What follows belongs to an exercise in optimizing a design on an open flow for small area; a production flow would make more cautious choices.
In this exercise RTL edits were held to simulation tests only and were not proved equivalent to the original.
Power and IR drop assume default switching activity.

[flow/design.v]
`default_nettype none
package frameGenPkg;
  localparam int BYTE_W   = 8;
  localparam int STAMP_W  = 24;   
  localparam int FRAMES_W = 8;    
  localparam int PCNT_W   = 13;   
  localparam int TS_W     = 6;    
  localparam int FIFO_AF_LEVEL = 240;   
  localparam logic [39:0] HIT_RECORD = {
    2'b00,      
    5'd4,       
    7'd28,      
    13'h1555,   
    13'h00E0    
  };
endpackage
`default_nettype wire
`timescale 1ns/1ps
`default_nettype none
import frameGenPkg::*;
module burstTimer (
  input  wire                 CLK,
  input  wire                 RST,
  input  wire                 nimIn,
  input  wire                 regTrigger,
  output logic                nimOut,
  output logic                startPulse,
  output logic [1:0]          ph,           
  output logic [7:0]          evGroup,      
  output logic                evIncStart,   
  output logic [TS_W-1:0]     stamp
);
  logic              armed;
  logic [PCNT_W-1:0] periodCnt;
  logic [PCNT_W-1:0] periodInc;
  logic              tsValid;
  assign armed     = nimIn | regTrigger;
  assign periodInc = periodCnt + 1'b1;
  always_ff @(posedge CLK) begin
    if (RST) nimOut <= 1'b0;
    else     nimOut <= armed;
  end
  always_ff @(posedge CLK) begin
    if (RST || !armed || periodCnt[PCNT_W-1]) periodCnt <= '0;
    else                                      periodCnt <= periodInc;
  end
  logic [7:0] evRing [3];
  logic       evWin;        
  logic       evStep;       
  logic       evStep1;      
  logic       evCarry;
  logic [7:0] evOld;
  logic [8:0] evSum;
  always_ff @(posedge CLK) begin
    ph <= (ph == 2'd2) ? 2'd0 : ph + 1'b1;
  end
  assign evWin   = !periodCnt[PCNT_W-1] && (&periodCnt[11:3]);
  assign evStep1 = evWin && (ph == 2'd0) && (periodCnt[2:0] >= 3'd2) && (periodCnt[2:0] <= 3'd4);
  assign evStep  = evStep1
                   || (evWin && (ph == 2'd1) && (periodCnt[2:0] >= 3'd3) && (periodCnt[2:0] <= 3'd5))
                   || (evWin && (ph == 2'd2) && (periodCnt[2:0] >= 3'd4) && (periodCnt[2:0] <= 3'd6));
  assign evOld = tsValid ? evRing[0] : 8'd0;
  assign evSum = evOld + {7'd0, evStep1 | evCarry};
  always_ff @(posedge CLK) begin
    evRing[0] <= evRing[1];
    evRing[1] <= evRing[2];
    evRing[2] <= evStep ? evSum[7:0] : evRing[0];
    evCarry   <= evSum[8];
  end
  assign evGroup    = evRing[0];
  assign evIncStart = evStep1;
  assign startPulse = armed && periodCnt[PCNT_W-1];
  always_ff @(posedge CLK) begin
    if (RST || !armed)   tsValid <= 1'b0;
    else if (startPulse) tsValid <= 1'b1;
  end
  assign stamp = tsValid ? periodInc[PCNT_W-1:7] : '0;
endmodule
`default_nettype wire
`timescale 1ns/1ps
`default_nettype none
import frameGenPkg::*;
module frameBuilder (
  input  wire                 CLK,
  input  wire                 RST,
  input  wire                 startPulse,
  input  wire  [FRAMES_W-1:0] frameCount,
  input  wire                 almostFull,
  output logic                wrEn,         
  output logic                burstStart,   
  output logic                frameStart,   
  output logic                footerStart,  
  output logic                frameEnd,     
  output logic                lastFrame
);
  logic                busy;
  logic [FRAMES_W-1:0] framesLeft;
  assign lastFrame  = (framesLeft == FRAMES_W'(1));
  assign wrEn       = busy && !almostFull;   
  assign burstStart = !busy && !almostFull && startPulse && (frameCount != '0);
  logic [6:0] wpos;
  localparam logic [6:0] WP_FIRST  = 7'd0;
  localparam logic [6:0] WP_FOOTER = 7'd4;
  localparam logic [6:0] WP_LAST   = 7'd75;
  assign frameStart  = wrEn && wpos == WP_FIRST;
  assign footerStart = wrEn && wpos == WP_FOOTER;
  assign frameEnd    = wrEn && wpos == WP_LAST;
  always_ff @(posedge CLK) begin
    if (RST) begin
      busy <= 1'b0;
      wpos <= WP_FIRST;
    end else if (burstStart) begin
      busy <= 1'b1;
    end else if (wrEn) begin
      if (wpos == WP_LAST) begin
        wpos <= WP_FIRST;
        if (lastFrame) busy <= 1'b0;
      end else begin
        wpos <= {wpos[5:0], ~(wpos[6] ^ wpos[5])};
      end
    end
  end
  always_ff @(posedge CLK) begin
    if (burstStart)    framesLeft <= frameCount;
    else if (frameEnd) framesLeft <= framesLeft - 1'b1;
  end
endmodule
`default_nettype wire
`timescale 1ns/1ps
`default_nettype none
import frameGenPkg::*;
module txByteFifo (
  input  wire                CLK,
  input  wire                RST,
  input  wire                wrEn,
  input  wire                burstStart,
  input  wire                frameStart,
  input  wire                footerStart,
  input  wire  [1:0]         ph,
  input  wire  [7:0]         evGroup,
  input  wire                evIncStart,
  input  wire                lastFrame,
  input  wire  [TS_W-1:0]    stamp,
  input  wire                txFull,
  output logic               almostFull,
  output logic               txWr,
  output logic [BYTE_W-1:0]  txData
);
  logic [7:0]         evRing  [4][3];
  logic               evLoad;       
  logic [1:0]         evNew;        
  logic               evShift1;     
  logic               evShift2, evShift3;
  logic               evShift;
  logic               lastMem [4];
  logic [TS_W-1:0]    tsMem   [3];
  logic [1:0] frWr, frRd;
  logic [1:0] tsWr;   
  logic [2:0] tsRd;   
  logic [7:0] count;
  logic       doRd;
  assign doRd       = !txFull && (count != '0);
  assign almostFull = (count >= 8'(FIFO_AF_LEVEL));
  always_ff @(posedge CLK) begin
    if (footerStart) tsMem[tsWr] <= stamp;
  end
  always_ff @(posedge CLK) begin
    if (RST)             evLoad <= 1'b0;
    else if (burstStart) evLoad <= 1'b1;
    else if (evIncStart) evLoad <= 1'b0;
  end
  assign evShift1 = doRd && rpos == RP_LAST && curLast;
  assign evShift  = evShift1 || evShift2 || evShift3;
  always_ff @(posedge CLK) begin
    if (RST) begin
      evShift2 <= 1'b0;
      evShift3 <= 1'b0;
      evNew    <= 2'd0;
    end else begin
      evShift2 <= evShift1;
      evShift3 <= evShift2;
      evNew    <= evNew + 2'(burstStart) - 2'(evShift1);
    end
  end
  logic [1:0] evTarget;
  assign evTarget = evNew - 2'(evShift1);
  always_ff @(posedge CLK) begin
    for (int s = 0; s < 4; s++) begin
      evRing[s][0] <= evRing[s][1];
      evRing[s][1] <= evRing[s][2];
      if (evLoad && evTarget == 2'(s))  evRing[s][2] <= evGroup;
      else if (evShift && s < 3)        evRing[s][2] <= evRing[(s + 1) % 4][0];
      else                              evRing[s][2] <= evRing[s][0];
    end
  end
  always_ff @(posedge CLK) begin
    for (int i = 0; i < 4; i++) begin
      if (RST && i == 3)                    lastMem[i] <= 1'b1;
      else if (frameStart && frWr == 2'(i)) lastMem[i] <= lastFrame;
    end
  end
  always_ff @(posedge CLK) begin
    if (RST) begin
      frWr  <= '0;
      count <= '0;
    end else begin
      if (footerStart) frWr <= frWr + 1'b1;
      case ({wrEn, doRd})
        2'b10:   count <= count + 1'b1;
        2'b01:   count <= count - 1'b1;
        default: count <= count;
      endcase
    end
  end
  logic               curLast;
  logic [STAMP_W-1:0] curEv;
  logic [TS_W-1:0]    curTs;
  assign curLast = lastMem[frRd];
  logic [7:0] evG0, evG1, evG2;
  always_comb begin
    case (ph)
      2'd0:    begin evG0 = evRing[0][0]; evG1 = evRing[0][1]; evG2 = evRing[0][2]; end
      2'd1:    begin evG0 = evRing[0][2]; evG1 = evRing[0][0]; evG2 = evRing[0][1]; end
      default: begin evG0 = evRing[0][1]; evG1 = evRing[0][2]; evG2 = evRing[0][0]; end
    endcase
  end
  assign curEv = {evG2, evG1, evG0};
  always_comb begin
    curTs = '0;
    for (int i = 0; i < 3; i++) if (tsRd[i]) curTs = curTs | tsMem[i];
  end
  logic [7:0] rpos;
  localparam logic [7:0] RP_FIRST = 8'd0;
  localparam logic [7:0] RP_LAST  = 8'd153;
  always_comb begin
    case (rpos)
      8'd0: txData = 8'hAA;
      8'd1: txData = 8'h80;
      8'd2: txData = 8'h00;
      8'd3: txData = {7'd0, curEv[23]};
      8'd4: txData = curEv[22:15];
      8'd5: txData = curEv[14:7];
      8'd6: txData = {curEv[6:0], curLast};
      8'd7: txData = 8'h00;
      8'd8: txData = 8'h00;
      8'd9: txData = 8'h10;
      8'd16: txData = frameGenPkg::HIT_RECORD[39:32];
      8'd17: txData = frameGenPkg::HIT_RECORD[31:24];
      8'd18: txData = frameGenPkg::HIT_RECORD[23:16];
      8'd19: txData = frameGenPkg::HIT_RECORD[15:8];
      8'd20: txData = frameGenPkg::HIT_RECORD[7:0];
      8'd21: txData = frameGenPkg::HIT_RECORD[39:32];
      8'd22: txData = frameGenPkg::HIT_RECORD[31:24];
      8'd23: txData = frameGenPkg::HIT_RECORD[23:16];
      8'd24: txData = frameGenPkg::HIT_RECORD[15:8];
      8'd25: txData = frameGenPkg::HIT_RECORD[7:0];
      8'd32: txData = frameGenPkg::HIT_RECORD[39:32];
      8'd33: txData = frameGenPkg::HIT_RECORD[31:24];
      8'd34: txData = frameGenPkg::HIT_RECORD[23:16];
      8'd35: txData = frameGenPkg::HIT_RECORD[15:8];
      8'd36: txData = frameGenPkg::HIT_RECORD[7:0];
      8'd37: txData = frameGenPkg::HIT_RECORD[39:32];
      8'd38: txData = frameGenPkg::HIT_RECORD[31:24];
      8'd39: txData = frameGenPkg::HIT_RECORD[23:16];
      8'd40: txData = frameGenPkg::HIT_RECORD[15:8];
      8'd41: txData = frameGenPkg::HIT_RECORD[7:0];
      8'd48: txData = frameGenPkg::HIT_RECORD[39:32];
      8'd49: txData = frameGenPkg::HIT_RECORD[31:24];
      8'd50: txData = frameGenPkg::HIT_RECORD[23:16];
      8'd51: txData = frameGenPkg::HIT_RECORD[15:8];
      8'd52: txData = frameGenPkg::HIT_RECORD[7:0];
      8'd53: txData = frameGenPkg::HIT_RECORD[39:32];
      8'd54: txData = frameGenPkg::HIT_RECORD[31:24];
      8'd55: txData = frameGenPkg::HIT_RECORD[23:16];
      8'd56: txData = frameGenPkg::HIT_RECORD[15:8];
      8'd57: txData = frameGenPkg::HIT_RECORD[7:0];
      8'd64: txData = frameGenPkg::HIT_RECORD[39:32];
      8'd65: txData = frameGenPkg::HIT_RECORD[31:24];
      8'd66: txData = frameGenPkg::HIT_RECORD[23:16];
      8'd67: txData = frameGenPkg::HIT_RECORD[15:8];
      8'd68: txData = frameGenPkg::HIT_RECORD[7:0];
      8'd69: txData = frameGenPkg::HIT_RECORD[39:32];
      8'd70: txData = frameGenPkg::HIT_RECORD[31:24];
      8'd71: txData = frameGenPkg::HIT_RECORD[23:16];
      8'd72: txData = frameGenPkg::HIT_RECORD[15:8];
      8'd73: txData = frameGenPkg::HIT_RECORD[7:0];
      8'd80: txData = frameGenPkg::HIT_RECORD[39:32];
      8'd81: txData = frameGenPkg::HIT_RECORD[31:24];
      8'd82: txData = frameGenPkg::HIT_RECORD[23:16];
      8'd83: txData = frameGenPkg::HIT_RECORD[15:8];
      8'd84: txData = frameGenPkg::HIT_RECORD[7:0];
      8'd85: txData = frameGenPkg::HIT_RECORD[39:32];
      8'd86: txData = frameGenPkg::HIT_RECORD[31:24];
      8'd87: txData = frameGenPkg::HIT_RECORD[23:16];
      8'd88: txData = frameGenPkg::HIT_RECORD[15:8];
      8'd89: txData = frameGenPkg::HIT_RECORD[7:0];
      8'd96: txData = frameGenPkg::HIT_RECORD[39:32];
      8'd97: txData = frameGenPkg::HIT_RECORD[31:24];
      8'd98: txData = frameGenPkg::HIT_RECORD[23:16];
      8'd99: txData = frameGenPkg::HIT_RECORD[15:8];
      8'd100: txData = frameGenPkg::HIT_RECORD[7:0];
      8'd101: txData = frameGenPkg::HIT_RECORD[39:32];
      8'd102: txData = frameGenPkg::HIT_RECORD[31:24];
      8'd103: txData = frameGenPkg::HIT_RECORD[23:16];
      8'd104: txData = frameGenPkg::HIT_RECORD[15:8];
      8'd105: txData = frameGenPkg::HIT_RECORD[7:0];
      8'd112: txData = frameGenPkg::HIT_RECORD[39:32];
      8'd113: txData = frameGenPkg::HIT_RECORD[31:24];
      8'd114: txData = frameGenPkg::HIT_RECORD[23:16];
      8'd115: txData = frameGenPkg::HIT_RECORD[15:8];
      8'd116: txData = frameGenPkg::HIT_RECORD[7:0];
      8'd117: txData = frameGenPkg::HIT_RECORD[39:32];
      8'd118: txData = frameGenPkg::HIT_RECORD[31:24];
      8'd119: txData = frameGenPkg::HIT_RECORD[23:16];
      8'd120: txData = frameGenPkg::HIT_RECORD[15:8];
      8'd121: txData = frameGenPkg::HIT_RECORD[7:0];
      8'd128: txData = frameGenPkg::HIT_RECORD[39:32];
      8'd129: txData = frameGenPkg::HIT_RECORD[31:24];
      8'd130: txData = frameGenPkg::HIT_RECORD[23:16];
      8'd131: txData = frameGenPkg::HIT_RECORD[15:8];
      8'd132: txData = frameGenPkg::HIT_RECORD[7:0];
      8'd133: txData = frameGenPkg::HIT_RECORD[39:32];
      8'd134: txData = frameGenPkg::HIT_RECORD[31:24];
      8'd135: txData = frameGenPkg::HIT_RECORD[23:16];
      8'd136: txData = frameGenPkg::HIT_RECORD[15:8];
      8'd137: txData = frameGenPkg::HIT_RECORD[7:0];
      8'd144: txData = 8'hEA;
      8'd145: txData = 8'h80;
      8'd146: txData = 8'h00;
      8'd147: txData = {curTs, 1'b0, curEv[23]};
      8'd148: txData = curEv[22:15];
      8'd149: txData = curEv[14:7];
      8'd150: txData = {curEv[6:0], curLast};
      8'd151: txData = 8'h00;
      8'd152: txData = 8'h00;
      8'd153: txData = 8'h10;
      default: txData = 8'h00;
    endcase
  end
  always_ff @(posedge CLK) begin
    if (RST) begin
      frRd <= 2'd3;
      rpos <= RP_LAST;
    end else if (doRd) begin
      if (rpos == RP_LAST) begin
        rpos <= RP_FIRST;
        frRd <= frRd + 1'b1;
      end else begin
        rpos <= (rpos[3:0] == 4'd9) ? {rpos[7:4] + 1'b1, 4'd0} : {rpos[7:4], rpos[3:0] + 1'b1};
      end
    end
  end
  always_ff @(posedge CLK) begin
    if (RST) begin
      tsWr <= 2'd0;
      tsRd <= 3'b100;
    end else begin
      if (footerStart) tsWr <= (tsWr == 2'd2) ? 2'd0 : tsWr + 1'b1;
      if (doRd && rpos == RP_LAST) tsRd <= {tsRd[1:0], tsRd[2]};
    end
  end
  always_ff @(posedge CLK) begin
    if (RST) txWr <= 1'b0;
    else     txWr <= doRd;
  end
endmodule
`default_nettype wire
`timescale 1ns/1ps
`default_nettype none
import frameGenPkg::*;
module frameSource (
  input  wire                 CLK,
  input  wire                 RST,
  input  wire                 nimIn,
  input  wire                 regTrigger,
  input  wire  [FRAMES_W-1:0] frameCount,
  input  wire                 txFull,
  output wire                 nimOut,
  output wire                 txWr,
  output wire  [BYTE_W-1:0]   txData
);
  wire               startPulse;
  wire [1:0]         ph;
  wire [7:0]         evGroup;
  wire               evIncStart;
  wire [TS_W-1:0]    stamp;
  wire wrEn, burstStart, frameStart, footerStart, frameEnd, lastFrame;
  wire almostFull;
  burstTimer i_burstTimer (
    .CLK         (CLK),
    .RST         (RST),
    .nimIn       (nimIn),
    .regTrigger  (regTrigger),
    .nimOut      (nimOut),
    .startPulse  (startPulse),
    .ph          (ph),
    .evGroup     (evGroup),
    .evIncStart  (evIncStart),
    .stamp       (stamp)
  );
  frameBuilder i_frameBuilder (
    .CLK         (CLK),
    .RST         (RST),
    .startPulse  (startPulse),
    .frameCount  (frameCount),
    .almostFull  (almostFull),
    .wrEn        (wrEn),
    .burstStart  (burstStart),
    .frameStart  (frameStart),
    .footerStart (footerStart),
    .frameEnd    (frameEnd),
    .lastFrame   (lastFrame)
  );
  txByteFifo i_txByteFifo (
    .CLK         (CLK),
    .RST         (RST),
    .wrEn        (wrEn),
    .burstStart  (burstStart),
    .frameStart  (frameStart),
    .footerStart (footerStart),
    .ph          (ph),
    .evGroup     (evGroup),
    .evIncStart  (evIncStart),
    .lastFrame   (lastFrame),
    .stamp       (stamp),
    .txFull      (txFull),
    .almostFull  (almostFull),
    .txWr        (txWr),
    .txData      (txData)
  );
endmodule
`default_nettype wire
[flow/flow/run.sh]
#!/bin/bash
# The standard synthesis; then the combinational logic is mapped again
# for area (ABC &deepsyn from a few seeds, the smallest result is kept;
# registers, their names and cell types are kept as blackboxes); then
# the standard layout with the clock tree options (no dummy loads,
# bigger sink clusters) and port buffer cell below.
set -euo pipefail
source flow/opts.sh
bash standard.sh synth > synth.log 2>&1

R=orfs/results/$FLOW_PLATFORM/frameSource/base
LIB=$FLOW_HOME/platforms/sky130hd/lib/sky130_fd_sc_hd__tt_025C_1v80.lib
cp $R/1_2_yosys.v std_netlist.v
SEQ=$(grep -oE '^\s*sky130_fd_sc_hd__(df|edf|sdf|dl|conb)\w*' std_netlist.v | sort -u | tr -d ' ' | tr '\n' ' ')
DU=$(sed 's/^/-dont_use /' flow/dont_use.txt | tr '\n' ' ')
# each candidate is a dash-separated list of deepsyn seeds, one per round
run_candidate() {
  local C=$1
  : > area_$C.abc
  for S in ${C//-/ }; do
    sed "s/@SEED@/$S/; s/@TIME@/$RESYN_TIME/" flow/area.abc >> area_$C.abc
  done
  cat > resyn_$C.ys <<EOT
read_liberty -ignore_miss_func $LIB
read_verilog std_netlist.v
hierarchy -top $FLOW_TOP
blackbox $SEQ
flatten
opt -purge
techmap
opt -purge
abc -script area_$C.abc -liberty $LIB $DU
setundef -zero
splitnets
opt_clean -purge
hilomap -singleton -hicell sky130_fd_sc_hd__conb_1 HI -locell sky130_fd_sc_hd__conb_1 LO
insbuf -buf sky130_fd_sc_hd__buf_4 A X
opt_clean -purge
tee -o resyn_$C.stat stat -liberty $LIB
write_verilog -noexpr -noattr -nohex -nodec resyn_$C.v
EOT
  yosys -s resyn_$C.ys > resyn_$C.log 2>&1
}
for BATCH in "${RESYN_BATCHES[@]}"; do
  for C in $BATCH; do run_candidate $C & done
  wait
done
ALL=$(for B in "${RESYN_BATCHES[@]}"; do echo $B; done | tr ' ' '\n')
BEST=$(for C in $ALL; do echo "$(grep 'Chip area' resyn_$C.stat | awk '{print $NF}') $C"; done | sort -g | head -1 | awk '{print $2}')
for C in $ALL; do echo "$C $(grep 'Chip area' resyn_$C.stat | awk '{print $NF}')"; done > resyn_choice.log
echo "kept $BEST" >> resyn_choice.log
cp resyn_$BEST.v $R/1_2_yosys.v
touch $R/1_2_yosys.v

export CTS_ARGS="-sink_clustering_enable -repair_clock_nets -dont_use_dummy_load $CTS_OPTS"
export BUFFER_PORTS_ARGS="-buffer_cell sky130_fd_sc_hd__buf_1"
bash standard.sh > layout.log 2>&1
[flow/flow/area.abc]
&get -n
&st
&deepsyn -S @SEED@ -T @TIME@
&dch -f
&nf -R 1000
&put
[flow/flow/dont_use.txt]
sky130_fd_sc_hd__probe_p_8
sky130_fd_sc_hd__probec_p_8
sky130_fd_sc_hd__lpflow_bleeder_1
sky130_fd_sc_hd__lpflow_clkbufkapwr_1
sky130_fd_sc_hd__lpflow_clkbufkapwr_16
sky130_fd_sc_hd__lpflow_clkbufkapwr_2
sky130_fd_sc_hd__lpflow_clkbufkapwr_4
sky130_fd_sc_hd__lpflow_clkbufkapwr_8
sky130_fd_sc_hd__lpflow_clkinvkapwr_1
sky130_fd_sc_hd__lpflow_clkinvkapwr_16
sky130_fd_sc_hd__lpflow_clkinvkapwr_2
sky130_fd_sc_hd__lpflow_clkinvkapwr_4
sky130_fd_sc_hd__lpflow_clkinvkapwr_8
sky130_fd_sc_hd__lpflow_decapkapwr_12
sky130_fd_sc_hd__lpflow_decapkapwr_3
sky130_fd_sc_hd__lpflow_decapkapwr_4
sky130_fd_sc_hd__lpflow_decapkapwr_6
sky130_fd_sc_hd__lpflow_decapkapwr_8
sky130_fd_sc_hd__lpflow_inputiso0n_1
sky130_fd_sc_hd__lpflow_inputiso0p_1
sky130_fd_sc_hd__lpflow_inputiso1n_1
sky130_fd_sc_hd__lpflow_inputiso1p_1
sky130_fd_sc_hd__lpflow_inputisolatch_1
sky130_fd_sc_hd__lpflow_isobufsrc_1
sky130_fd_sc_hd__lpflow_isobufsrc_16
sky130_fd_sc_hd__lpflow_isobufsrc_2
sky130_fd_sc_hd__lpflow_isobufsrc_4
sky130_fd_sc_hd__lpflow_isobufsrc_8
sky130_fd_sc_hd__lpflow_isobufsrckapwr_16
sky130_fd_sc_hd__lpflow_lsbuf_lh_hl_isowell_tap_1
sky130_fd_sc_hd__lpflow_lsbuf_lh_hl_isowell_tap_2
sky130_fd_sc_hd__lpflow_lsbuf_lh_hl_isowell_tap_4
sky130_fd_sc_hd__lpflow_lsbuf_lh_isowell_4
sky130_fd_sc_hd__lpflow_lsbuf_lh_isowell_tap_1
sky130_fd_sc_hd__lpflow_lsbuf_lh_isowell_tap_2
sky130_fd_sc_hd__lpflow_lsbuf_lh_isowell_tap_4
sky130_fd_sc_hd__fill_1
sky130_fd_sc_hd__fill_2
sky130_fd_sc_hd__fill_4
sky130_fd_sc_hd__fill_8
[flow/flow/opts.sh]
CTS_OPTS="-buf_list sky130_fd_sc_hd__clkbuf_8 -sink_clustering_size 18 -sink_clustering_max_diameter 60"
RESYN_BATCHES=("1 2 0 3" "1-2 2-1 0-4 3-5")
RESYN_TIME=30
[flow/standard.sh]
#!/bin/bash
# synth_recipe.tcl (not shown) runs the flow's synth.tcl, then flattens the netlist and writes it again
# the make line also repeats each setting of config.mk as NAME=value (left out here)
make -C /OpenROAD-flow-scripts/flow DESIGN_CONFIG=/design/flow/config.mk WORK_HOME=/design/flow/orfs CLKGATE_MAP_FILE= SYNTH_SCRIPT=/design/flow/synth_recipe.tcl "${@:-finish}"
[flow/config.mk]
export PLATFORM = sky130hd
export DESIGN_NAME = frameSource
export DESIGN_NICKNAME = frameSource
export VERILOG_FILES = /design/flow/design.v
export SDC_FILE = /design/flow/constraint.sdc
export NUM_CORES = 4
export LEC_CHECK = 0
export CAP_MARGIN = 0
export CORE_MARGIN = 2
export CORE_UTILIZATION = 80
export GPL_TIMING_DRIVEN = 0
export SLEW_MARGIN = 0
[flow/constraint.sdc]
create_clock -name core_clock -period 5.0 [get_ports {CLK}]
set_input_delay 1.0000 -clock core_clock [delete_from_list [all_inputs] [get_ports {CLK}]]
set_output_delay 1.0000 -clock core_clock [all_outputs]
set_load 0.01 [all_outputs]
==> out/results.txt, run 1 <==
Diodes inserted = 0
Clock Tree Buf Depth = 3
Worst-path maximum fanout = 10
Final Net Count = 664
Max-slew violations = 0
Ratio of cells with drive above 1 in the final layout = 2.77%
CP startpoint kind = input port
CP Data Required Time = 5.35 ns
Status = finished clean
Initial antenna violation count = 0
Routed vias/inst = 6.73
Hold-fix buffers, CTS = 0
Worst rel slew slack = 29.3%
Routed vias = 5072
WHS = 0.326 ns
Setup Viol. Count Final = 0
HP Start = i_txByteFifo.evRing[11][2]
Syn. warnings = 6
Worst-Margin Slew = 1.06 ns
RSZ-0062 raised after global routing = false
Clk latency of the worst-skew pair = 0.49 ns
Core Util, Final = 88.0%
CTS tree = done
Chip height = 96.5 µm
Static leakage power = 0.00260 µW
First-pass GRT wire length = 23700 µm
Total power = 3280 µW
Die X = 96.5 µm
Worst setup path class = input port to register
H-tree Lvls = 1
Tcrit/Tclk final = 91.9%
Final Skew = 0.0328 ns
Row count = 33
Max Cap Viol = 0
Setup bufs post-CTS = 0
Initial Util = 82.9%
WHS Path Cells = 0
R2R setup slack = 0.43 ns
Final hold vios = 0
Synth Cell Area = 6840 µm²
PwrDens = 451 nW/µm²
Register area = 4430 µm²
Worst setup EP type = register
Placed Area = 7060 µm²
Final WL = 15200 µm
Placer Congestion = 1.03
Multi-input logic area = 2270 µm²
Vias in the first global route = 4872
Cts bufs inserted = 15
Pre-CTS WS = -0.0319 ns
Area Overhead vs Synth = 6.24%
Post-CTS Resized = 0
Worst reg2reg path startpoint = i_txByteFifo.count[1]
Clk slew on worst S/H paths = 0.11 ns
R2R depth = 12
Terminus of the critical flop-to-flop path = i_txByteFifo.evRing[5][0]
WL/cell = 20.2 µm
DRC = 0
Max Freq = 218 MHz
Design area = 7270 µm²
IO Port Bufs = 22
Total core area = 8260 µm²
Start point of the critical path = txFull
Avg Cell Area, Syn = 11.2 µm²
Root Buffer = clkbuf_8
Arrival time at the worst endpoint = 4.95 ns
Largest net degree at the start of global routing = 39
Hold-critical path endpoint = i_txByteFifo.evRing[10][2]
Peak supply drop = 0.417 mV
Setup WS post-layout = 0.404 ns
Die Area = 9310 µm²
Initial DRC count = 424
Clk sink count = 207
Syn Nets = 625
Tot GR Track Use = 33.1%
Gr ovfl total = 0
HP Class = register to register
Boundary pin count = 23
DRT Pass-1 Iters = 6
Tmin final = 4.60 ns
Antenna viol nets, final = 0
FILL cells = 419
Post-DP HPWL = 10200 µm
Syn Inst Count = 612
## cells in the final DEF (no fill, tap or decap), types with 3 or more instances in the layout
cell	count
o21a_1	4
nor3b_1	5
nor3_1	27
and2_0	14
or3_1	3
o21bai_1	4
nor2_1	77
o21ai_0	19
a222oi_1	36
clkinv_1	37
a21oi_1	35
dfxtp_1	178
nand2_1	22
nand2b_1	5
a31oi_1	4
nand4b_1	3
clkbuf_8	15
mux2_1	7
xor2_1	10
xnor2_1	12
or2_0	4
and3_1	13
nor2b_1	8
nor4_1	9
a22o_1	9
edfxtp_1	29
nand3_1	8
o22ai_1	3
nand4_1	7
buf_1	21
## area by class of cell
cell class	count	share of cell area, %
clock buffers	15	2.84
inverters	37	1.91
multi-input cells	368	31.3
flip-flops and latches	207	61.0
well taps	105	1.81
repair buffers	22	1.15
## stage by stage
stage               TNS [ns]  std cells
floorplan                  0        612
global placement           0        739
detailed placement   -0.0369        739
CTS                        0        754
global route               0        754
finish                     0        754
## power by group
part / internal (µW) / total [µW] / switching [µW]
Sequential: 1770 / 1860 / 90.7
Clock: 272 / 743 / 471
Combinational: 219 / 681 / 462
Total: 2260 / 3280 / 1020
## worst max-delay path by stage
stage / to / slack [ns] / depth (start not counted)
CTS: i_txByteFifo.evRing[2][7] / 0.40 / 11
global placement: i_txByteFifo.evRing[2][7] / 0.29 / 11
detailed placement: i_txByteFifo.evRing[2][7] / -0.03 / 11
finish: i_txByteFifo.evRing[5][0] / 0.40 / 12
global route: i_txByteFifo.evRing[5][0] / 0.08 / 12
floorplan: i_txByteFifo.evRing[2][0] / 1.12 / 10
## metal layers
metal	vias up	wire, µm	global-route usage (%)
met5	-	0	0
met4	0	559	14.7
met3	58	1160	5.51
li1	2304	-	-
met2	278	7530	57.9
met1	2432	5950	40.3
## registers in the layout, summed over array words and instances, names as in the netlist, 3 cells and up
register / count
i_burstTimer.evRing: 24
i_burstTimer.periodCnt: 13
i_frameBuilder.framesLeft: 8
i_frameBuilder.wpos: 7
i_txByteFifo.count: 8
i_txByteFifo.evRing: 96
i_txByteFifo.lastMem: 4
i_txByteFifo.rpos: 8
i_txByteFifo.tsMem: 18
i_txByteFifo.tsRd: 3
## critical path, stage by stage
cell and delay, ns:
buf_1 0.09, a31oi_1 0.50, and2_0 0.38, and3_1 0.31, and3_1 0.29, and2_0 0.31, xor2_1 0.39, nand2_1 0.10
nor2_1 0.59, nor2_1 0.34, a222oi_1 0.47, clkinv_1 0.18
==> run 2: changes to the inputs <==
--- a/flow/config.mk
+++ b/flow/config.mk
@@ -7,6 +7,6 @@
 export LEC_CHECK = 0
 export CAP_MARGIN = 0
 export CORE_MARGIN = 2
-export CORE_UTILIZATION = 80
+export CORE_UTILIZATION = 70
 export GPL_TIMING_DRIVEN = 0
 export SLEW_MARGIN = 0
==> out/results.txt, run 2 <==
Cts bufs inserted = 15 (unchanged)
Row count = 36 (was 33)
Final Skew = 0.0494 ns (was 0.0328 ns)
Worst setup path class = input port to register (unchanged)
Routed vias/inst = 6.00 (was 6.73)
CP startpoint kind = input port (unchanged)
Total core area = 9640 µm² (was 8260 µm²)
Post-DP HPWL = 9180 µm (was 10200 µm)
Commonest non-fill, non-tap cell in the layout = dfxtp_1 (unchanged)
Syn. warnings = 6 (unchanged)
GR Util met1 = 34.4% (was 40.3%)
Static leakage power = 0.00260 µW (about the same)
Cell family with most CP delay = simple AND/OR/NAND/NOR gates (unchanged)
Tot GR Track Use = 25.4% (was 33.1%)
Avg Cell Area, Syn = 11.2 µm² (unchanged)
Worst setup EP type = register (unchanged)
Gr ovfl total = 0 (unchanged)
Final Net Count = 664 (unchanged)
Syn Inst Count = 612 (unchanged)
Worst-path maximum fanout = 10 (unchanged)
Initial DRC count = 333 (was 424)
Routed vias = 4691 (was 5072)
Peak supply drop = 0.318 mV (was 0.417 mV)
Setup TNS Final = 0 ns (unchanged)
Top flop regs = i_txByteFifo.evRing: 96 flops, i_burstTimer.evRing: 24 flops, i_txByteFifo.tsMem: 18 flops (unchanged)
HP Class = register to register (unchanged)
Max FFs per register = 96 (unchanged)
CTS tree = done (unchanged)
Vias in the first global route = 4468 (was 4872)
Commonest cells after routing, fill and taps aside = dfxtp_1, nor2_1, clkinv_1, a222oi_1, a21oi_1 (unchanged)
IO Port Bufs = 22 (unchanged)
Largest stage delay, worst path = 0.87 ns (was 0.59 ns)
Hold-fix buffers, CTS = 0 (unchanged)
Slowest CP cell = nor3b_1 (was nor2_1)
Busiest layer in global routing = met2 (unchanged)
WP buf/inv = 2 (unchanged)
Antenna viol nets, final = 0 (unchanged)
WL/cell = 16.7 µm (was 20.2 µm)
Clk slew on worst S/H paths = 0.10 ns (was 0.11 ns)
Largest net degree at the start of global routing = 39 (unchanged)
Initial Util = 71.0% (was 82.9%)
Area Overhead vs Synth = 6.67% (was 6.24%)
RSZ-0062 raised after global routing = false (unchanged)
First-pass GRT wire length = 21200 µm (was 23700 µm)
Post-CTS Resized = 0 (unchanged)
Max Freq = 223 MHz (was 218 MHz)
Max Cap Viol = 0 (unchanged)
Die X = 103 µm (was 96.5 µm)
Max-slew violations = 0 (unchanged)
Final WL = 13000 µm (was 15200 µm)
Worst rel slew slack = 30.5% (was 29.3%)
Met3 Use GR = 3.53% (was 5.51%)
Worst-path cell chain = buf_1 > a31oi_1 > and2_0 > and3_1 > and3_1 > and2_0 > xor2_1 > nor3b_1 > nor2_1 > a222oi_1 > clkinv_1 (was buf_1 > a31oi_1 > and2_0 > and3_1 > and3_1 > and2_0 > xor2_1 > nand2_1 > nor2_1 > nor2_1 > a222oi_1 > clkinv_1)
Arrival time at the worst endpoint = 4.82 ns (was 4.95 ns)
Clk sink count = 207 (unchanged)
Ratio of cells with drive above 1 in the final layout = 2.62% (was 2.77%)
Largest Register = i_txByteFifo.evRing (unchanged)
Tcrit/Tclk final = 89.6% (was 91.9%)
Setup bufs post-CTS = 0 (unchanged)
Placed Cells = 767 (was 739)
H-tree Lvls = 1 (unchanged)
Placer Congestion = 0.914 (was 1.03)
Worst-Margin Slew = 1.04 ns (was 1.06 ns)
Final hold vios = 0 (unchanged)
Die Area = 10600 µm² (was 9310 µm²)
Syn Nets = 625 (unchanged)
PwrDens = 441 nW/µm² (was 451 nW/µm²)
DRC = 0 (unchanged)
CP Data Required Time = 5.34 ns (was 5.35 ns)
Root Buffer = clkbuf_8 (unchanged)
Diodes inserted = 0 (unchanged)
Status = finished clean (unchanged)
Fin cells = 782 (was 754)
Boundary pin count = 23 (unchanged)
Setup Viol. Count Final = 0 (unchanged)
DRT Pass-1 Iters = 6 (unchanged)
Chip height = 103 µm (was 96.5 µm)
Clock Tree Buf Depth = 3 (unchanged)
Clk latency of the worst-skew pair = 0.50 ns (was 0.49 ns)
Total power = 3220 µW (was 3280 µW)
Synth Cell Area = 6840 µm² (unchanged)
GR Util met2 = 42.5% (was 57.9%)
WHS = 0.309 ns (was 0.326 ns)
Tmin final = 4.48 ns (was 4.60 ns)
Initial antenna violation count = 0 (unchanged)
## run 2: report_power, final
part	internal (µW)	total, µW	switching, µW
registers	1770	1850	80.8
clock network	272	731	459
logic	218	638	420
## run 2: final timing paths
path	cells past startpoint	startpoint	end	slack (ns)
worst min register to register	0	i_txByteFifo.evRing[1][5]	i_txByteFifo.evRing[0][5]	0.31
worst max register to register	11	i_txByteFifo.count[1]	i_txByteFifo.evRing[2][0]	0.54
worst max-delay path	11	txFull	i_txByteFifo.evRing[2][0]	0.52
worst min-delay path	0	i_txByteFifo.evRing[1][5]	i_txByteFifo.evRing[0][5]	0.31
## run 2: cell type report
class | count | area (µm²)
well taps | 133 | 166
inverters | 37 | 139
clock buffers | 15 | 206
fillers | 701 | 2340
flip-flops and latches | 207 | 4430
repair buffers | 22 | 83.8
multi-input cells | 368 | 2270
## run 2: layer usage
layer	wire [µm]	vias up
li1	-	2308
met1	5870	2244
met2	6100	115
met3	688	24
met4	376	0
met5	0	-
## run 2: stage by stage
step | utilization [%] | cell area [µm²] | worst slack, ns
floorplan | - | 6840 | 1.12
global placement | 73.6 | 7090 | 0.210
detailed placement | 73.6 | 7090 | 0.0364
CTS | 75.7 | 7300 | 0.510
global route | 75.7 | 7300 | 0.137
finish | 75.7 | 7300 | 0.522
==> run 3: changes to the inputs <==
--- a/flow/design.v
+++ b/flow/design.v
@@ -146,30 +146,80 @@
   output logic               txWr,
   output logic [BYTE_W-1:0]  txData
 );
-  logic [7:0]         evRing  [4][3];
+  logic [7:0] count;        
+  logic       doRd;
+  logic [7:0] rpos;
+  localparam logic [7:0] RP_FIRST = 8'h00;
+  localparam logic [7:0] RP_LAST  = 8'h99;
+  logic       nextFrame;    
+  logic       lastQ [4];
+  logic [1:0] lastNew;
+  logic       curLast;
+  logic [TS_W-1:0] tsMem [3];
+  logic [1:0]      tsWr;    
+  logic [2:0]      tsRd;    
+  logic [TS_W-1:0] curTs;
+  logic [7:0]         evRing [4][3];
   logic               evLoad;       
   logic [1:0]         evNew;        
+  logic [1:0]         evTarget;     
   logic               evShift1;     
   logic               evShift2, evShift3;
   logic               evShift;
-  logic               lastMem [4];
-  logic [TS_W-1:0]    tsMem   [3];
-  logic [1:0] frWr, frRd;
-  logic [1:0] tsWr;   
-  logic [2:0] tsRd;   
-  logic [7:0] count;
-  logic       doRd;
+  logic [STAMP_W-1:0] curEv;
   assign doRd       = !txFull && (count != '0);
   assign almostFull = (count >= 8'(FIFO_AF_LEVEL));
+  assign nextFrame  = doRd && (rpos == RP_LAST);
+  always_ff @(posedge CLK) begin
+    if (RST) begin
+      count <= '0;
+    end else begin
+      case ({wrEn, doRd})
+        2'b10:   count <= count + 1'b1;
+        2'b01:   count <= count - 1'b1;
+        default: count <= count;
+      endcase
+    end
+  end
+  assign curLast = lastQ[0];
+  always_ff @(posedge CLK) begin
+    if (RST) begin
+      lastQ[0] <= 1'b1;
+      lastNew  <= 2'd0;
+    end else begin
+      for (int i = 0; i < 4; i++) begin
+        if (nextFrame) begin
+          if (frameStart && lastNew == 2'(i)) lastQ[i] <= lastFrame;
+          else if (i < 3)                     lastQ[i] <= lastQ[(i + 1) % 4];
+        end else if (frameStart && lastNew + 2'd1 == 2'(i)) begin
+          lastQ[i] <= lastFrame;
+        end
+      end
+      lastNew <= lastNew + 2'(frameStart) - 2'(nextFrame);
+    end
+  end
   always_ff @(posedge CLK) begin
     if (footerStart) tsMem[tsWr] <= stamp;
   end
   always_ff @(posedge CLK) begin
+    if (RST) begin
+      tsWr <= 2'd0;
+      tsRd <= 3'b100;
+    end else begin
+      if (footerStart) tsWr <= (tsWr == 2'd2) ? 2'd0 : tsWr + 1'b1;
+      if (nextFrame)   tsRd <= {tsRd[1:0], tsRd[2]};
+    end
+  end
+  always_comb begin
+    curTs = '0;
+    for (int i = 0; i < 3; i++) if (tsRd[i]) curTs = curTs | tsMem[i];
+  end
+  always_ff @(posedge CLK) begin
     if (RST)             evLoad <= 1'b0;
     else if (burstStart) evLoad <= 1'b1;
     else if (evIncStart) evLoad <= 1'b0;
   end
-  assign evShift1 = doRd && rpos == RP_LAST && curLast;
+  assign evShift1 = nextFrame && curLast;
   assign evShift  = evShift1 || evShift2 || evShift3;
   always_ff @(posedge CLK) begin
     if (RST) begin
@@ -182,7 +232,6 @@
       evNew    <= evNew + 2'(burstStart) - 2'(evShift1);
     end
   end
-  logic [1:0] evTarget;
   assign evTarget = evNew - 2'(evShift1);
   always_ff @(posedge CLK) begin
     for (int s = 0; s < 4; s++) begin
@@ -193,29 +242,6 @@
       else                              evRing[s][2] <= evRing[s][0];
     end
   end
-  always_ff @(posedge CLK) begin
-    for (int i = 0; i < 4; i++) begin
-      if (RST && i == 3)                    lastMem[i] <= 1'b1;
-      else if (frameStart && frWr == 2'(i)) lastMem[i] <= lastFrame;
-    end
-  end
-  always_ff @(posedge CLK) begin
-    if (RST) begin
-      frWr  <= '0;
-      count <= '0;
-    end else begin
-      if (footerStart) frWr <= frWr + 1'b1;
-      case ({wrEn, doRd})
-        2'b10:   count <= count + 1'b1;
-        2'b01:   count <= count - 1'b1;
-        default: count <= count;
-      endcase
-    end
-  end
-  logic               curLast;
-  logic [STAMP_W-1:0] curEv;
-  logic [TS_W-1:0]    curTs;
-  assign curLast = lastMem[frRd];
   logic [7:0] evG0, evG1, evG2;
   always_comb begin
     case (ph)
@@ -225,13 +251,15 @@
     endcase
   end
   assign curEv = {evG2, evG1, evG0};
-  always_comb begin
-    curTs = '0;
-    for (int i = 0; i < 3; i++) if (tsRd[i]) curTs = curTs | tsMem[i];
+  always_ff @(posedge CLK) begin
+    if (RST) begin
+      rpos <= RP_LAST;
+    end else if (doRd) begin
+      if (rpos == RP_LAST)       rpos <= RP_FIRST;
+      else if (rpos[3:0] == 4'd9) rpos <= {rpos[7:4] + 1'b1, 4'd0};
+      else                       rpos <= {rpos[7:4], rpos[3:0] + 1'b1};
+    end
   end
-  logic [7:0] rpos;
-  localparam logic [7:0] RP_FIRST = 8'd0;
-  localparam logic [7:0] RP_LAST  = 8'd153;
   always_comb begin
     case (rpos)
       8'd0: txData = 8'hAA;
@@ -338,28 +366,6 @@
     endcase
   end
   always_ff @(posedge CLK) begin
-    if (RST) begin
-      frRd <= 2'd3;
-      rpos <= RP_LAST;
-    end else if (doRd) begin
-      if (rpos == RP_LAST) begin
-        rpos <= RP_FIRST;
-        frRd <= frRd + 1'b1;
-      end else begin
-        rpos <= (rpos[3:0] == 4'd9) ? {rpos[7:4] + 1'b1, 4'd0} : {rpos[7:4], rpos[3:0] + 1'b1};
-      end
-    end
-  end
-  always_ff @(posedge CLK) begin
-    if (RST) begin
-      tsWr <= 2'd0;
-      tsRd <= 3'b100;
-    end else begin
-      if (footerStart) tsWr <= (tsWr == 2'd2) ? 2'd0 : tsWr + 1'b1;
-      if (doRd && rpos == RP_LAST) tsRd <= {tsRd[1:0], tsRd[2]};
-    end
-  end
-  always_ff @(posedge CLK) begin
     if (RST) txWr <= 1'b0;
     else     txWr <= doRd;
   end
==> flow/flow/opts.sh (replaced) <==
CTS_OPTS="-buf_list {sky130_fd_sc_hd__clkbuf_4 sky130_fd_sc_hd__clkbuf_8} -sink_clustering_size 14 -sink_clustering_max_diameter 50"
RESYN_BATCHES=("1 2 0 3" "1-2 2-1 0-4 3-5")
RESYN_TIME=30
==> out/results.txt, run 3 <==
Max-slew violations = 0 (unchanged)
Setup TNS Final = 0 ns (unchanged)
Arrival time at the worst endpoint = 3.58 ns (was 4.82 ns)
Peak supply drop = 0.281 mV (was 0.318 mV)
Placed Cells = 776 (was 767)
Worst setup path class = register to output pin (was input port to register)
Cts bufs inserted = 18 (was 15)
CP startpoint kind = register (was input port)
Worst rel slew slack = 15.7% (was 30.5%)
Clock Tree Buf Depth = 3 (unchanged)
Row count = 36 (unchanged)
Max Cap Viol = 0 (unchanged)
HP Class = register to register (unchanged)
Commonest cells after routing, fill and taps aside = dfxtp_1, nor2_1, nand2_1, a21oi_1 (was dfxtp_1, nor2_1, clkinv_1, a222oi_1, a21oi_1)
Top flop regs = i_txByteFifo.evRing: 96 flops, i_burstTimer.evRing: 24 flops, i_txByteFifo.tsMem: 18 flops (unchanged)
Commonest non-fill, non-tap cell in the layout = dfxtp_1 (unchanged)
Final hold vios = 0 (unchanged)
Clk sink count = 205 (was 207)
Status = finished clean (unchanged)
Vias in the first global route = 4446 (was 4468)
CTS tree = done (unchanged)
Antenna viol nets, final = 0 (unchanged)
Clk latency of the worst-skew pair = 0.49 ns (was 0.50 ns)
Largest Register = i_txByteFifo.evRing (unchanged)
WL/cell = 17.4 µm (was 16.7 µm)
Setup WS post-layout = 0.415 ns (was 0.522 ns)
Final Net Count = 676 (was 664)
Setup Viol. Count Final = 0 (unchanged)
First-pass GRT wire length = 21400 µm (was 21200 µm)
Worst-Margin Slew = 1.26 ns (was 1.04 ns)
Gr ovfl total = 0 (unchanged)
PwrDens = 474 nW/µm² (was 441 nW/µm²)
Syn Inst Count = 621 (was 612)
Final WL = 13800 µm (was 13000 µm)
Tcrit/Tclk final = 91.7% (was 89.6%)
Initial DRC count = 503 (was 333)
Fin cells = 794 (was 782)
Max Freq = 218 MHz (was 223 MHz)
Worst setup EP type = output pin (was register)
Ratio of cells with drive above 1 in the final layout = 3.18% (was 2.62%)
Avg Cell Area, Syn = 11.0 µm² (was 11.2 µm²)
Register area = 4390 µm² (was 4430 µm²)
Final Skew = 0.0200 ns (was 0.0494 ns)
Syn Nets = 634 (was 625)
Routed vias = 4843 (was 4691)
Die X = 103 µm (about the same)
Largest net degree at the start of global routing = 37 (was 39)
Initial Util = 71.0% (about the same)
Total power = 3490 µW (was 3220 µW)
DRT Pass-1 Iters = 6 (unchanged)
Syn. warnings = 6 (unchanged)
DRC = 0 (unchanged)
CP Data Required Time = 4.00 ns (was 5.34 ns)
Post-DP HPWL = 9490 µm (was 9180 µm)
Tmin final = 4.58 ns (was 4.48 ns)
Multi-input logic area = 2350 µm² (was 2270 µm²)
Root Buffer = clkbuf_8 (unchanged)
Pre-CTS WS = -0.112 ns (was 0.0364 ns)
Diodes inserted = 0 (unchanged)
FILL cells = 649 (was 701)
Worst-path maximum fanout = 9 (was 10)
Area Overhead vs Synth = 7.46% (was 6.67%)
Die Area = 10600 µm² (about the same)
Total core area = 9640 µm² (unchanged)
Initial antenna violation count = 0 (unchanged)
WHS = 0.312 ns (was 0.309 ns)
Placer Congestion = 0.862 (was 0.914)
Clk slew on worst S/H paths = 0.09 ns (was 0.10 ns)
IO Port Bufs = 22 (unchanged)
Routed vias/inst = 6.10 (was 6.00)
Tot GR Track Use = 25.8% (was 25.4%)
Max FFs per register = 96 (unchanged)
Static leakage power = 0.00271 µW (was 0.00260 µW)
Synth Cell Area = 6850 µm² (was 6840 µm²)
Chip height = 103 µm (about the same)
H-tree Lvls = 1 (unchanged)
RSZ-0062 raised after global routing = false (unchanged)
Boundary pin count = 23 (unchanged)
## run 3: area by class of cell
cell class | count | area share, %
multi-input cells | 385 | 31.9
well taps | 133 | 2.26
clock buffers | 18 | 3.37
flip-flops and latches | 205 | 59.7
repair buffers | 22 | 1.14
inverters | 31 | 1.58
## run 3: final timing paths
| path | slack [ns] | to | cells after the start | start |
|---|---|---|---|---|
| worst max register to register | 0.52 | i_txByteFifo.evRing[5][0] | 12 | i_txByteFifo.count[2] |
| worst min register to register | 0.31 | i_txByteFifo.evRing[4][2] | 0 | i_txByteFifo.evRing[5][2] |
| worst max-delay path | 0.42 | txData[7] | 10 | i_txByteFifo.rpos[5] |
| worst min-delay path | 0.31 | i_txByteFifo.evRing[4][2] | 0 | i_txByteFifo.evRing[5][2] |
## run 3: routing by layer
| layer | wire length, µm | up-vias | global-route usage (%) |
|---|---|---|---|
| met5 | 0 | - | 0 |
| met4 | 288 | 0 | 8.50 |
| met3 | 820 | 28 | 3.86 |
| met2 | 6600 | 172 | 42.4 |
| met1 | 6080 | 2282 | 35.5 |
| li1 | - | 2361 | - |
## run 3: metrics by stage
step | util [%] | area (µm²)
final | 76.3 | 7360
after floorplan | - | 6850
after global routing | 76.3 | 7360
after CTS | 76.2 | 7340
after detailed placement | 73.6 | 7090
after global placement | 73.6 | 7090
## run 3: timing repair
action,4_1_cts,5_1_grt
resized for setup,0,2
setup buffers,0,0
hold buffers,0,0
setup endpoints to repair,0,20
## run 3: report_power, final
group	switching, µW	leakage [µW]	internal [µW]
combinational	541	0.000878	266
clock	476	0.000129	324
sequential	130	0.00170	1750
## run 3: worst max-delay path, cell delays in order (launching register included)
cell and delay, ns:
dfxtp_1 0.40, nor3_1 0.26, xnor2_1 0.15, nor4_1 0.66
nand2_1 0.22, o21ai_0 0.38, nand2_1 0.17, or4_1 0.46
nand2_1 0.11, nand3_1 0.11, buf_1 0.15
==> run 4: changes to the inputs <==
==> flow/flow/opts.sh (replaced) <==
CTS_OPTS="-buf_list sky130_fd_sc_hd__clkbuf_8 -sink_clustering_size 18 -sink_clustering_max_diameter 60"
RESYN_BATCHES=("1 2 0 3" "1-2 2-1 0-4 3-5")
RESYN_TIME=30
==> out/results.txt, run 4 <==
Row count = 36 (unchanged)
Largest net degree at the start of global routing = 38 (was 37)
Initial antenna violation count = 0 (unchanged)
Cts bufs inserted = 15 (was 18)
Diodes inserted = 0 (unchanged)
First-pass GRT wire length = 21600 µm (was 21400 µm)
Max Freq = 238 MHz (was 218 MHz)
HP Class = register to register (unchanged)
Final Net Count = 707 (was 676)
WL/cell = 15.8 µm (was 17.4 µm)
Syn Inst Count = 655 (was 621)
Hold-fix buffers, CTS = 0 (unchanged)
FILL cells = 698 (was 649)
Status = finished clean (unchanged)
CP startpoint kind = register (unchanged)
DRC = 0 (unchanged)
Max Cap Viol = 0 (unchanged)
Total power = 4010 µW (was 3490 µW)
Clk slew on worst S/H paths = 0.10 ns (was 0.09 ns)
Clk latency of the worst-skew pair = 0.49 ns (about the same)
Syn Nets = 668 (was 634)
Tot GR Track Use = 25.5% (was 25.8%)
Worst setup path class = register to register (was register to output pin)
Routed vias/inst = 6.00 (was 6.10)
Multi-input logic area = 2430 µm² (was 2350 µm²)
Commonest non-fill, non-tap cell in the layout = dfxtp_1 (unchanged)
Largest Register = i_txByteFifo.evRing (unchanged)
Met3 wire len = 708 µm (was 820 µm)
Post-Route M1 WL = 6130 µm (was 6080 µm)
Top flop regs = i_txByteFifo.evRing: 96 flops, i_burstTimer.evRing: 24 flops, i_txByteFifo.tsMem: 18 flops (unchanged)
Final hold vios = 0 (unchanged)
IO Port Bufs = 22 (unchanged)
Worst rel slew slack = 31.2% (was 15.7%)
Root Buffer = clkbuf_8 (unchanged)
Tcrit/Tclk final = 84.2% (was 91.7%)
Max-slew violations = 0 (unchanged)
Die Area = 10600 µm² (about the same)
Post-CTS Resized = 0 (unchanged)
Setup Viol. Count Final = 0 (unchanged)
Die X = 103 µm (about the same)
Max FFs per register = 96 (unchanged)
Initial Util = 71.0% (about the same)
CP Data Required Time = 5.35 ns (was 4.00 ns)
Clk sink count = 205 (unchanged)
Core Util, Final = 75.8% (was 76.3%)
Avg Cell Area, Syn = 10.5 µm² (was 11.0 µm²)
Tmin final = 4.21 ns (was 4.58 ns)
Top Layer Used = met4 (unchanged)
Total core area = 9640 µm² (unchanged)
Chip height = 103 µm (about the same)
RSZ-0062 raised after global routing = false (unchanged)
Area Overhead vs Synth = 6.67% (was 7.46%)
CTS tree = done (unchanged)
Initial DRC count = 360 (was 503)
Register area = 4390 µm² (unchanged)
Worst-path maximum fanout = 10 (was 9)
Arrival time at the worst endpoint = 4.55 ns (was 3.58 ns)
Commonest cells after routing, fill and taps aside = dfxtp_1, nor2_1, nand2_1, a21oi_1, edfxtp_1 (was dfxtp_1, nor2_1, nand2_1, a21oi_1)
Peak supply drop = 0.371 mV (was 0.281 mV)
PwrDens = 549 nW/µm² (was 474 nW/µm²)
H-tree Lvls = 1 (unchanged)
Synth Cell Area = 6850 µm² (about the same)
Vias in the first global route = 4532 (was 4446)
Antenna viol nets, final = 0 (unchanged)
Ratio of cells with drive above 1 in the final layout = 2.31% (was 3.18%)
Met2 wire len = 5880 µm (was 6600 µm)
Fin cells = 825 (was 794)
Syn. warnings = 6 (unchanged)
Placer Congestion = 0.870 (was 0.862)
Setup bufs post-CTS = 0 (unchanged)
Setup WS post-layout = 0.792 ns (was 0.415 ns)
Setup TNS Final = 0 ns (unchanged)
Static leakage power = 0.00282 µW (was 0.00271 µW)
Placed Cells = 810 (was 776)
Final WL = 13000 µm (was 13800 µm)
Gr ovfl total = 0 (unchanged)
Worst setup EP type = register (was output pin)
Worst-Margin Slew = 1.03 ns (was 1.26 ns)
Clock Tree Buf Depth = 3 (unchanged)
Pre-CTS WS = 0.580 ns (was -0.112 ns)
Routed vias = 4952 (was 4843)
Boundary pin count = 23 (unchanged)
Post-DP HPWL = 9110 µm (was 9490 µm)
DRT Pass-1 Iters = 7 (was 6)
Final Skew = 0.0582 ns (was 0.0200 ns)
==> run 4: layout make-up <==
class | count | share of cell area [%]
clock buffer | 15 | 2.83
inverter | 6 | 0.308
multi-input combinational | 444 | 33.3
sequential | 205 | 60.2
tap | 133 | 2.28
timing repair buffer | 22 | 1.15
==> run 4: where the power goes <==
group | leakage [µW] | total (µW) | switching, µW | internal (µW)
clock network | 0.000108 | 728 | 456 | 272
logic | 0.000984 | 988 | 604 | 384
registers | 0.00173 | 2300 | 240 | 2060
total | 0.00282 | 4010 | 1300 | 2710
==> run 4: worst max-delay path, stage by stage, from the launching register on <==
cell,delay (ns)
dfxtp_1,0.51
or3_1,0.19
nor2_1,0.06
a21oi_1,0.53
and3_1,0.30
and2_0,0.30
and3_1,0.36
nand2_1,0.21
and2_0,0.28
a22oi_1,0.70
nand2_1,0.36
o22ai_1,0.25
nor2_1,0.07
==> run 4: per-layer routing <==
| layer | vias to the layer above | GRT usage [%] |
|---|---|---|
| met5 | - | 0 |
| met4 | 0 | 7.09 |
| met3 | 32 | 4.61 |
| met2 | 150 | 39.7 |
| met1 | 2361 | 37.2 |
| li1 | 2409 | - |
==> run 4: metrics by stage <==
step	cell area, µm²	hold slack, ns
2_1_floorplan	6850	0.310
3_3_place_gp	7100	0.310
3_5_place_dp	7100	0.312
4_1_cts	7300	0.332
5_1_grt	7300	0.342
6_report	7300	0.329
==> run 4: path summary, 6_finish.rpt <==
path	from	end	slack, ns	depth (start not counted)
hold reg to reg	i_txByteFifo.evRing[10][7]	i_txByteFifo.evRing[9][7]	0.33	0
setup / recovery	i_txByteFifo.count[2]	i_txByteFifo.evRing[5][5]	0.79	12
setup reg to reg	i_txByteFifo.count[2]	i_txByteFifo.evRing[5][5]	0.79	12
hold / removal	i_txByteFifo.evRing[10][7]	i_txByteFifo.evRing[9][7]	0.33	0
==> run 5: changes to the inputs <==
==> flow/flow/opts.sh (replaced) <==
CTS_OPTS="-buf_list sky130_fd_sc_hd__clkbuf_8 -sink_clustering_size 20 -sink_clustering_max_diameter 80"
RESYN_BATCHES=("1 2 0 3" "1-2 2-1 0-4 3-5")
RESYN_TIME=30
==> out/results.txt, run 5 <==
WL/cell = 15.7 µm (was 15.8 µm)
Largest Register = i_txByteFifo.evRing (unchanged)
Worst rel slew slack = 29.8% (was 31.2%)
H-tree Lvls = 1 (unchanged)
Row count = 36 (unchanged)
Syn Inst Count = 655 (unchanged)
Initial antenna violation count = 0 (unchanged)
Worst setup EP type = output pin (was register)
Hold-fix buffers, CTS = 0 (unchanged)
Worst-Margin Slew = 1.05 ns (was 1.03 ns)
DRC = 0 (unchanged)
Cts bufs inserted = 14 (was 15)
Sw Share = 32.3% (was 32.4%)
Gate power share = 24.7% (was 24.6%)
Clk slew on worst S/H paths = 0.11 ns (was 0.10 ns)
PwrDens = 546 nW/µm² (was 549 nW/µm²)
Setup TNS Final = 0 ns (unchanged)
Diodes inserted = 0 (unchanged)
DRT Pass-1 Iters = 5 (was 7)
Max-slew violations = 0 (unchanged)
IO Port Bufs = 22 (unchanged)
Static leakage power = 0.00281 µW (was 0.00282 µW)
RSZ-0062 raised after global routing = false (unchanged)
Top flop regs = i_txByteFifo.evRing: 96 flops, i_burstTimer.evRing: 24 flops, i_txByteFifo.tsMem: 18 flops (unchanged)
Syn Nets = 668 (unchanged)
Post-CTS Resized = 0 (unchanged)
Area Overhead vs Synth = 6.47% (was 6.67%)
Worst-path maximum fanout = 7 (was 10)
P_int = 2690 µW (was 2710 µW)
Routed vias/inst = 5.94 (was 6.00)
Setup WS post-layout = 0.802 ns (was 0.792 ns)
Final hold vios = 0 (unchanged)
Max FFs per register = 96 (unchanged)
Max Freq = 238 MHz (about the same)
Gr ovfl total = 0 (unchanged)
Clk pwr share = 17.8% (was 18.1%)
Routed vias = 4893 (was 4952)
Worst setup path class = register to output pin (was register to register)
Die Area = 10600 µm² (unchanged)
Syn. warnings = 6 (unchanged)
Initial DRC count = 317 (was 360)
Clk latency of the worst-skew pair = 0.47 ns (was 0.49 ns)
Clock Tree Buf Depth = 3 (unchanged)
Tcrit/Tclk final = 84.0% (was 84.2%)
Die X = 103 µm (unchanged)
Placer Congestion = 0.870 (unchanged)
Synth Cell Area = 6850 µm² (unchanged)
Pre-CTS WS = 0.580 ns (unchanged)
Setup Viol. Count Final = 0 (unchanged)
Seq pwr share = 57.6% (was 57.2%)
Post-DP HPWL = 9110 µm (unchanged)
Core Util, Final = 75.6% (was 75.8%)
Setup bufs post-CTS = 0 (unchanged)
Final Skew = 0.0623 ns (was 0.0582 ns)
CP startpoint kind = register (unchanged)
Peak supply drop = 0.293 mV (was 0.371 mV)
Boundary pin count = 23 (unchanged)
Switching power = 1290 µW (was 1300 µW)
Commonest non-fill, non-tap cell in the layout = dfxtp_1 (unchanged)
Clk sink count = 205 (unchanged)
Max Cap Viol = 0 (unchanged)
Tmin final = 4.20 ns (was 4.21 ns)
CP Data Required Time = 4.00 ns (was 5.35 ns)
Largest net degree at the start of global routing = 38 (unchanged)
Antenna viol nets, final = 0 (unchanged)
Vias in the first global route = 4552 (was 4532)
Ratio of cells with drive above 1 in the final layout = 2.17% (was 2.31%)
Commonest cells after routing, fill and taps aside = dfxtp_1, nor2_1, nand2_1, a21oi_1, edfxtp_1 (unchanged)
Root Buffer = clkbuf_8 (unchanged)
CTS tree = done (unchanged)
Initial Util = 71.0% (unchanged)
Tot GR Track Use = 25.5% (about the same)
Chip height = 103 µm (unchanged)
HP Class = register to register (unchanged)
Final Net Count = 706 (was 707)
Status = finished clean (unchanged)
Final WL = 13000 µm (about the same)
Arrival time at the worst endpoint = 3.20 ns (was 4.55 ns)
Avg Cell Area, Syn = 10.5 µm² (unchanged)
First-pass GRT wire length = 21500 µm (was 21600 µm)
Total core area = 9640 µm² (unchanged)
run 5: cell type report:
class                           count  area, µm²
Multi-Input combinational cell    444       2430
Tap cell                          133        166
Inverter                            6       22.5
Clock buffer                       14        193
Sequential cell                   205       4390
Fill cell                         700       2350
Timing Repair Buffer               22       83.8
run 5: final timing paths:
kind / cells after the start / end / slack (ns) / start
worst max-delay path: 9 / txData[2] / 0.80 / i_txByteFifo.rpos[5]
worst min-delay path: 0 / i_txByteFifo.evRing[6][6] / 0.33 / i_txByteFifo.evRing[7][6]
worst max register to register: 12 / i_txByteFifo.evRing[5][5] / 0.82 / i_txByteFifo.count[2]
worst min register to register: 0 / i_txByteFifo.evRing[6][6] / 0.33 / i_txByteFifo.evRing[7][6]
run 5: power groups by stage:
| stage | clock (µW) | combinational, µW | sequential [µW] |
|---|---|---|---|
| after global routing | 778 | 1120 | 2340 |
| after detailed placement | 0 | 963 | 2330 |
| final | 707 | 982 | 2290 |
| after floorplan | 0 | 746 | 2250 |
| after global placement | 0 | 922 | 2300 |
| after CTS | 723 | 967 | 2290 |
run 5: per-stage QoR:
step | total power, µW | hold slack [ns] | instance area [µm²] | cells
after global routing | 4240 | 0.344 | 7290 | 824
after CTS | 3980 | 0.335 | 7290 | 824
after global placement | 3220 | 0.310 | 7100 | 810
after detailed placement | 3290 | 0.312 | 7100 | 810
after floorplan | 3000 | 0.310 | 6850 | 655
final | 3980 | 0.333 | 7290 | 824
run 5: metal layers:
layer / GRT usage [%] / wire length [µm] / vias to the layer above / part of all wire, %
met2: 38.4 / 5740 / 138 / 44
met4: 9.82 / 382 / 0 / 2.9
met5: 0 / 0 / - / 0
li1: - / - / 2407 / -
met3: 4.68 / 663 / 35 / 5.1
met1: 37.0 / 6180 / 2313 / 48
run 5: critical path: stages (launching register included):
cell     delay (ns)
dfxtp_1        0.38
nor4_1         0.28
or2_0          0.23
nand2_1        0.11
or4_1          0.48
o21ai_0        0.73
nand2_1        0.10
o21ai_0        0.11
a221o_1        0.15
buf_1          0.15

[afterwards: timing with drivers on the ports]
How much do the figures lean on ideal ports? The routed layouts below were timed once more, with nothing changed but the port constraints. Step 1 assumes that a clkbuf_16 drives the clock port and a buf_2 every other input. Step 2 also shifts input and output timing later by t, the mid clock arrival at the registers, as if the neighbouring blocks saw the same clock. Three values: ideal, step 1, step 2; two values: the first two.
run	t (ns)	setup WS [ns]	pins driven straight from the clock port
run 1	0.499	0.404 / 0.387 / -0.086	1
run 2	0.510	0.522 / 0.536 / 0.029	1
run 3	0.509	0.415 / 0.383 / 0.064	1
run 4	0.491	0.792 / 0.776 / 0.431	1
run 5	0.474	0.802 / 0.769 / 0.529	1
Met with ideal ports but missed after step 2: setup timing in run 1. For run 2, which loses most, drivers alone change the setup slack by +0.014 ns; drivers and shift together by -0.493 ns.
